This is an optimization exercise on Yosys and OpenROAD, whose aim is small area and a short achievable clock period, not a production implementation. At most, simulation tests tie the RTL to the original design; equivalence was not proved. Power is estimated from default activity; no workload was simulated.

// scopeCore
module scopeCore (
	input logic clk_flash,
	input logic rstN,
	input logic [4*8-1:0] flashData,  
	input logic [8-1:0] threshLow,  
	input logic [8-1:0] threshHigh,
	input logic fallingEdge,
	input logic [(10 + 1)-1:0] tot,
	input logic [4-1:0] chanEnable,
	input logic [1:0] coinReq,
	input logic [8-1:0] holdTime,
	input logic allowSameChan,
	input logic noSelfTrig,
	input logic isFirst,
	input logic isLast,
	input logic [1:0] trigIn,  
	input logic startTrigger,
	input logic [10-1:0] triggerPoint,
	input logic [10-1:0] nsmp,
	input logic [5-1:0] downsample,
	input logic highRes,
	output logic [1:0] trigOut,  
	output logic trigger,
	output logic [4-1:0] inRange,  
	output logic acquiring,
	output logic dataReady,
	output logic [10-1:0] wrAddress,
	output logic [10-1:0] trigPointAddr,
	output logic [4*8-1:0] dout  
);
For scale: ~2,400 cells after synthesis, ~170 I/O pins, roughly 17,000 sq um of cells after synthesis.
Settings: LEC_CHECK=0, ABC_AREA=1, CAP_MARGIN=20, CORE_MARGIN=2, CORE_UTILIZATION=60, SETUP_SLACK_MARGIN=3.1, SLEW_MARGIN=20, TNS_END_PERCENT=1; clock period 5.0 ns.
standard.sh (not shown) runs the stock make flow with config.mk's settings and CLKGATE_MAP_FILE= SYNTH_SCRIPT=/design/flow/synth_recipe.tcl, a recipe that flattens the netlist after the stock synthesis.
==> flow/flow/run.sh <==
#!/bin/bash
# Layout flow: the standard ORFS flow (standard synthesis included), with the
# ports buffered by a plain buffer instead of the weakest delay cell, and clock
# tree synthesis without dummy loads; nothing else changed.
set -euo pipefail
export BUFFER_PORTS_ARGS="-buffer_cell sky130_fd_sc_hd__buf_2"
export CTS_ARGS="-sink_clustering_enable -repair_clock_nets -dont_use_dummy_load"
bash standard.sh finish > make_finish.log 2>&1
The starting point went through all stages and came out clean.
Next try:
--- a/flow/design.v
+++ b/flow/design.v
@@ -21,20 +21,28 @@
 		for (int s = 1; s < 16; s = s * 2) begin
 			for (int i = 0; i < 16; i = i + 2 * s) begin
 				g[i] = g[i + s] | (e[i + s] & g[i]);
 				e[i] = e[i + s] & e[i];
 			end
 		end
 		gt = g[0];
 	endfunction
 	function automatic logic [CW-1:0] inc(input logic [CW-1:0] a);
+		logic [31:0] pp;
 		logic [CW-1:0] r;
-		for (int i = 0; i < CW; i++) r[i] = a[i] ^ (&(a | ~((CW'(1) << i) - CW'(1))));
+		pp = 32'(a);
+		for (int l = 0; l < 5; l++) begin
+			for (int i = 0; i < 32; i++) begin
+				if (((i >> l) & 1) == 1) pp[i] = pp[i] & pp[((i >> l) << l) - 1];
+			end
+		end
+		r[0] = ~a[0];
+		for (int i = 1; i < CW; i++) r[i] = a[i] ^ pp[i - 1];
 		inc = r;
 	endfunction
 	logic wasInRange;  
 	logic edgeSeen;  
 	logic levelHeld;  
 	logic totStep;  
 	logic limZero;  
 	logic cntZero;  
 	logic over;  
@@ -80,20 +88,29 @@
 	input logic noSelfTrig,  
 	input logic isFirst,  
 	input logic isLast,  
 	input logic [1:0] trigIn,  
 	output logic trigger,  
 	output logic [1:0] trigOut  
 );
 	localparam int HW = 8;
 	function automatic logic [HW-1:0] dec(input logic [HW-1:0] a);
+		logic [31:0] pp;
 		logic [HW-1:0] r;
-		for (int i = 0; i < HW; i++) r[i] = a[i] ^ ~|(a & ((HW'(1) << i) - HW'(1)));
+		pp = 32'(a);
+		pp = ~pp;
+		for (int l = 0; l < 5; l++) begin
+			for (int i = 0; i < 32; i++) begin
+				if (((i >> l) & 1) == 1) pp[i] = pp[i] & pp[((i >> l) << l) - 1];
+			end
+		end
+		r[0] = ~a[0];
+		for (int i = 1; i < HW; i++) r[i] = a[i] ^ pp[i - 1];
 		dec = r;
 	endfunction
 	logic [HW-1:0] holdLeft [4];  
 	logic [4-1:0] fired;  
 	logic [4-1:0] running;  
 	logic [4-1:0] held;  
 	logic [4-1:0] chanHit;  
 	logic selfTrig;
 	logic goingLeft;  
@@ -169,28 +186,42 @@
 	output logic [10-1:0] trigPointAddr,  
 	output logic dataReady  
 );
 	localparam logic [1:0] INIT = 2'd0;  
 	localparam logic [1:0] PREACQ = 2'd1;  
 	localparam logic [1:0] WAITING = 2'd2;  
 	localparam logic [1:0] POSTACQ = 2'd3;  
 	localparam int DW = 22 + 1;
 	localparam int AW = 10;
-	function automatic logic [10-1:0] incA(input logic [10-1:0] a);
-		logic [10-1:0] r;
-		for (int i = 0; i < 10; i++)
-			r[i] = a[i] ^ (&(a | ~((AW'(1) << i) - AW'(1))));
+	function automatic logic [AW-1:0] incA(input logic [AW-1:0] a);
+		logic [31:0] pp;
+		logic [AW-1:0] r;
+		pp = 32'(a);
+		for (int l = 0; l < 5; l++) begin
+			for (int i = 0; i < 32; i++) begin
+				if (((i >> l) & 1) == 1) pp[i] = pp[i] & pp[((i >> l) << l) - 1];
+			end
+		end
+		r[0] = ~a[0];
+		for (int i = 1; i < AW; i++) r[i] = a[i] ^ pp[i - 1];
 		incA = r;
 	endfunction
-	function automatic logic [22:0] incD(input logic [22:0] a);
-		logic [22:0] r;
-		for (int i = 0; i <= 22; i++)
-			r[i] = a[i] ^ (&(a | ~((DW'(1) << i) - DW'(1))));
+	function automatic logic [DW-1:0] incD(input logic [DW-1:0] a);
+		logic [31:0] pp;
+		logic [DW-1:0] r;
+		pp = 32'(a);
+		for (int l = 0; l < 5; l++) begin
+			for (int i = 0; i < 32; i++) begin
+				if (((i >> l) & 1) == 1) pp[i] = pp[i] & pp[((i >> l) << l) - 1];
+			end
+		end
+		r[0] = ~a[0];
+		for (int i = 1; i < DW; i++) r[i] = a[i] ^ pp[i - 1];
 		incD = r;
 	endfunction
 	logic [1:0] state;
 	logic [10-1:0] sampleCount;  
 	logic [22:0] dsCount;
 	logic [31:0] dsSel;  
 	logic atTrigPoint;  
 	logic atEnd;  
 	logic postDone;  
Effect: Setup slack gets worse by 0.28 ns; die area went down by 2.0%; hold slack gains 0.010 ns; critical path depth grows by 5; total power falls by 4.9%; final cell count shrinks by about 3.4%; routed wire length is lower by about 1.1%; first-iteration DRC count grows by about 20%; sequential share of layout area grows by 0.28 points; final area fell by 1.6%; area after synthesis shrinks by about 2%; count of clock-buffer cells in the layout is lower by 1; global-route usage came out lower by 0.70 points; utilization rose by 0.65 points.
Function not checked in the second run of this note: the RTL went through the layout flow alone.

separate check: timing with driven ports:
The results above use ideal ports. As a check the final layouts listed here were re-extracted and re-timed, cells and wires unchanged. Step 1 (the two cells are an assumption about what drives the block):
set clk [get_ports {clk_flash}]
set_driving_cell -lib_cell sky130_fd_sc_hd__clkbuf_16 $clk
set_driving_cell -lib_cell sky130_fd_sc_hd__buf_2 [delete_from_list [all_inputs] $clk]
Step 2, shift: input delay + t, output delay - t, t = (earliest + latest rising clock arrival at the registers) / 2. This alone moves slack from input paths to output paths. a / b / c = ideal ports / drivers / drivers and shift; a / b = the first two.
run	t (ns)	slack for setup (ns)	worst register clock-pin slew, ns	worst data-port slew with drivers (ns)	cell pins on the clock port's net
the first run	0.597	2.862 / 2.838 / 2.240	0.06 / 0.06	0.15	1
the second run	0.597	2.587 / 2.558 / 1.961	0.06 / 0.06	0.11	1
After both steps every run listed still meets setup and hold. For the second run, which loses most, drivers alone change the setup slack by -0.029 ns; drivers and shift together by -0.626 ns.
